Background: an optimization exercise with open tools, aiming at small area, a short achievable clock period and few clock cycles. Do not read the settings as production practice. Only simulation tests tie the RTL to the original design; equivalence was not proved. Power figures rest on the tool's default switching activity, not on a simulated workload.

Design moldudp64_rx_top, start of the top module:
module moldudp64_rx_top
(
	input  wire        clk,
	input  wire        nreset,
	input  wire        s_tvalid,
	input  wire        s_tlast,
	input  wire [7:0]  s_tkeep,
	input  wire [63:0] s_tdata,
	output logic       s_tready,
	output logic       msg_valid,
	output logic       msg_start,
	output logic       msg_last,
	output logic [7:0] msg_mask,
	output logic [63:0] msg_data,
	output logic [79:0] msg_sid,
	output logic [63:0] msg_seq
);
For scale: about 1800 cells after synthesis, roughly 440 flip-flops, roughly 300 I/O pins, ~21000 µm² of cells after synthesis.
Settings: LEC_CHECK=0, CAP_MARGIN=20, CORE_MARGIN=2, CORE_UTILIZATION=60, SETUP_SLACK_MARGIN=4.0, SLEW_MARGIN=20; clock period 6.5 ns.
standard.sh (not shown) runs the stock make flow with config.mk's settings and CLKGATE_MAP_FILE= SYNTH_SCRIPT=/design/flow/synth_recipe.tcl, a recipe that flattens the netlist after the stock synthesis.
==> flow/flow/run.sh <==
#!/bin/bash
# Layout: the standard flow (standard.sh, all steps to finish), with
# - sky130_fd_sc_hd__buf_1 as the cell that buffers each input and output port;
# - clock tree synthesis on larger sink clusters driven by clkbuf_16 cells,
#   without dummy loads (the other CTS options are the standard ones).
# The full output of the run goes to standard.log in this folder; ORFS keeps
# each step's own log under orfs/logs.
set -uo pipefail
export BUFFER_PORTS_ARGS="-buffer_cell sky130_fd_sc_hd__buf_1"
export CTS_ARGS="-sink_clustering_enable -repair_clock_nets -dont_use_dummy_load -sink_clustering_size 25 -sink_clustering_max_diameter 60 -buf_list {sky130_fd_sc_hd__clkbuf_16}"
bash standard.sh > standard.log 2>&1
status=$?
tail -n 20 standard.log
exit $status
Testbench counts at the start, summed over its fixed seeds: cycles 15,562.
Edit:
--- a/flow/design.v
+++ b/flow/design.v
@@ -253,64 +253,79 @@
 	lastmsg_d = lastmsg_q;
 	if (act) begin
 		if (msg_end)
 			lastmsg_d = (cnt_q == 16'd2);
 		if (mode_q == M_H2)
 			lastmsg_d = (hcnt == 16'd1);
 	end
 	npok_d = !(act && load_len);
 	np_src = c_q[3] ? lw_q : c_q + lw_q;
 end
 logic hz_next;   
-assign hz_next = accept ? (np_src[0] ? win_z[15] : win_z[14])
-                        : (np_src[0] ? win_z[7]  : win_z[6]);
+logic np_odd;
+assign np_odd  = c_q[3] ? lw_q[0] : (c_q[0] ^ lw_q[0]);
+assign hz_next = accept ? (np_odd ? win_z[15] : win_z[14])
+                        : (np_odd ? win_z[7]  : win_z[6]);
+function automatic logic np_ge(input logic [3:0] c, input logic [3:0] lw, input int k);
+	np_ge = 1'b0;
+	if (c[3]) begin
+		np_ge = ({28'd0, lw} >= k);
+	end else begin
+		for (int i = 0; i < 8; i++)
+			if (c[2:0] == 3'(i) && {28'd0, lw} >= k - i)
+				np_ge = 1'b1;
+	end
+endfunction
+logic [3:0] np_cmp;   
+assign np_cmp = {np_ge(c_q, lw_q, 9), np_ge(c_q, lw_q, 8),
+                 np_ge(c_q, lw_q, 7), np_ge(c_q, lw_q, 6)};
 function automatic logic [2:0] ctl(input logic [2:0] m, input logic [3:0] c,
 	input logic lastw, input logic zl, input logic lastmsg, input logic npok,
-	input logic [3:0] np, input logic hzn);
+	input logic [3:0] npc, input logic hzn);
 	logic want, need, hold;
 	want = 1'b1;
 	need = 1'b1;
 	hold = 1'b0;
 	if (m == M_H0 || m == M_H1 || m == M_H2 || c[3]) begin
 		want = 1'b1;
 		need = 1'b1;
 	end else if (m == M_LEN) begin
 		want = (c >= 4'd6);
 		need = (c == 4'd7);
 	end else if (!npok) begin
 		want = !lastw;
 		need = !lastw && (c != 4'd0);
 		hold = lastw;
 	end else if (zl) begin
 		want = lastmsg && (c != 4'd0);
 		need = 1'b0;
 	end else if (!lastw) begin
 		want = 1'b1;
 		need = (c != 4'd0);
 	end else if (lastmsg) begin
 		want = 1'b1;
-		need = (np > 4'd8);
+		need = npc[3];
 	end else begin
-		want = (np >= 4'd8) || ((np >= 4'd6) && hzn);
-		need = (np >= 4'd7);
+		want = npc[2] || (npc[0] && hzn);
+		need = npc[1];
 	end
 	ctl = {want, need, hold};
 endfunction
 logic [2:0] ctl_idle, ctl_fb, ctl_nb0, ctl_nb1, ctl_d;
 always_comb begin
-	ctl_idle = ctl(mode_q, c_q, lastw_q, zl_q, lastmsg_q, 1'b1, np_src, hz_next);
-	ctl_fb   = ctl(M_LEN, c_fb[3:0], lastw_nl, zl_q, lastmsg_d, 1'b0, np_src, hz_next);
+	ctl_idle = ctl(mode_q, c_q, lastw_q, zl_q, lastmsg_q, 1'b1, np_cmp, hz_next);
+	ctl_fb   = ctl(M_LEN, c_fb[3:0], lastw_nl, zl_q, lastmsg_d, 1'b0, np_cmp, hz_next);
 	ctl_nb0  = ctl(mode_nb, c_nb[3:0], load_len ? 1'b0 : lastw_nl, zl_q, lastmsg_d,
-	               !load_len, np_src, hz_next);
+	               !load_len, np_cmp, hz_next);
 	ctl_nb1  = ctl(mode_nb, c_nb[3:0], load_len ? 1'b1 : lastw_nl, zl_q, lastmsg_d,
-	               !load_len, np_src, hz_next);
+	               !load_len, np_cmp, hz_next);
 	if (!act)
 		ctl_d = ctl_idle;
 	else if (fb)
 		ctl_d = ctl_fb;
 	else
 		ctl_d = lf_le8 ? ctl_nb1 : ctl_nb0;
 end
 logic want_d, need_d, hold_d;
 assign {want_d, need_d, hold_d} = ctl_d;
 function automatic logic [3:0] lpos(input logic [2:0] m, input logic [3:0] c,
 	input logic [3:0] np);
Synthesized cell count rose slightly.
Power is lower by a few percent.
Flip-flop and latch count does not change.
Via count is lower slightly.
Setup slack gains 0.21 ns.
Final area stays flat.
Testbench counts after the change, summed over its fixed seeds: cycles 15,562.

* * *

== run 4 ==
Another version of the RTL of moldudp64_rx_top (not shown whole).
Size: roughly 1,800 cells after synthesis, ~440 flip-flops, roughly 300 I/O pins, ~21,000 µm² of cells after synthesis.
==> flow/config.mk <==
export PLATFORM = sky130hd
export DESIGN_NAME = moldudp64_rx_top
export DESIGN_NICKNAME = moldudp64_rx_top
export VERILOG_FILES = /design/flow/design.v
export SDC_FILE = /design/flow/constraint.sdc
export NUM_CORES = 4
export LEC_CHECK = 0
export CAP_MARGIN = 20
export CORE_MARGIN = 2
export CORE_UTILIZATION = 60
export SETUP_SLACK_MARGIN = 4.0
export SLEW_MARGIN = 20
==> flow/constraint.sdc <==
create_clock -name core_clock -period 6.5 [get_ports {clk}]
set_input_delay 1.3000 -clock core_clock [delete_from_list [all_inputs] [get_ports {clk}]]
set_output_delay 1.3000 -clock core_clock [all_outputs]
set_load 0.01 [all_outputs]
Scripts as last shown in full above: flow/flow/run.sh
Run 4: full flow OK, the timing, DRC and antenna checks passed
Testbench counts of run 4, summed over its fixed seeds: cycles 15,562.
Changes in run 5 relative to run 4:
--- a/flow/design.v
+++ b/flow/design.v
@@ -84,20 +84,24 @@
 always_comb begin
 	for (int i = 0; i < 8; i++) begin
 		win[i]   = w0_q[8*i +: 8];
 		win[i+8] = in_q[8*i +: 8];
 	end
 	win_z   = {in_z_q, w0_z_q};
 	win_le8 = {in_le8_q, w0_le8_q};
 end
-logic [127:0] win_flat;
+logic [135:0] win_flat;
 logic [63:0]  word;
-assign win_flat = {in_q, w0_q};
-assign word = win_flat[{c_q[2:0], 3'b000} +: 64];
+assign win_flat = {8'h00, in_q, w0_q};
+logic [103:0] word_s4;
+logic [79:0]  word_s2;
+assign word_s4 = c_q[2] ? win_flat[135:32] : win_flat[103:0];
+assign word_s2 = c_q[1] ? word_s4[95:16] : word_s4[79:0];
+assign word    = c_q[0] ? word_s2[71:8] : word_s2[63:0];
 logic [7:0]  winn [0:15];
 logic [15:0] winn_le8;
 logic [15:0] winn_z;
 always_comb begin
 	for (int i = 0; i < 15; i++) begin
 		winn[i]     = win[i+1];
 		winn_le8[i] = win_le8[i+1];
 		winn_z[i]   = win_z[i+1];
==> run summary <==
On fraction of the mapped netlist area in adder cells, run 5 tracks run 4 almost exactly. Run 4 has higher critical path depth than run 5. Lower synthesized cell count was reported by run 5, not run 4. Between run 5 and run 4, count of inverters other than clock inverters in the layout is lower for run 5, run 4 comes in above that. Run 5 vs run 4, total wire length went down by 1900 µm. On run 5: sequential fraction of the synthesis area is 1.6 points higher than what run 4 gave. Run 5: multi-input gate share of total cell area 1.4 points below run 4. Full die area shrinks by a few percent when moving from run 4 to run 5. Number of clock buffer instances in the layout ends up lower on run 5. Compared with run 4, run 5 is the less power-hungry design. In terms of final cell utilization of the core, run 4 and run 5 differ only marginally. In the metrics for run 5 and run 4, the one carrying the lower register-to-register slack is run 5.
Testbench counts of run 5, summed over its fixed seeds: cycles 15,562.

## port drivers added, routing unchanged
Ports are ideal in the flow. The routed layouts listed here were re-timed in OpenROAD.
Step 1 assumes that a clkbuf_16 drives the clock port and a buf_2 every other input.
Step 2, shift: input delay + t, output delay - t, t = (earliest + latest rising clock arrival at the registers) / 2. This alone moves slack from input paths to output paths.
Slacks: ideal / step 1 / step 2; pairs: ideal / step 1.
run	t, ns	slack for setup (ns)	worst setup path at the end
the first run of note 1	0.576	3.783 / 3.783 / 3.783	register to register
the second run of note 1	0.578	3.990 / 3.963 / 3.683	input to register
run 4	0.562	3.886 / 3.886 / 3.819	input to register
run 5	0.570	3.732 / 3.732 / 3.732	register to register
After both steps every run listed still meets setup and hold. For the second run of note 1, which loses most, drivers alone change the setup slack by -0.027 ns; drivers and shift together by -0.307 ns.
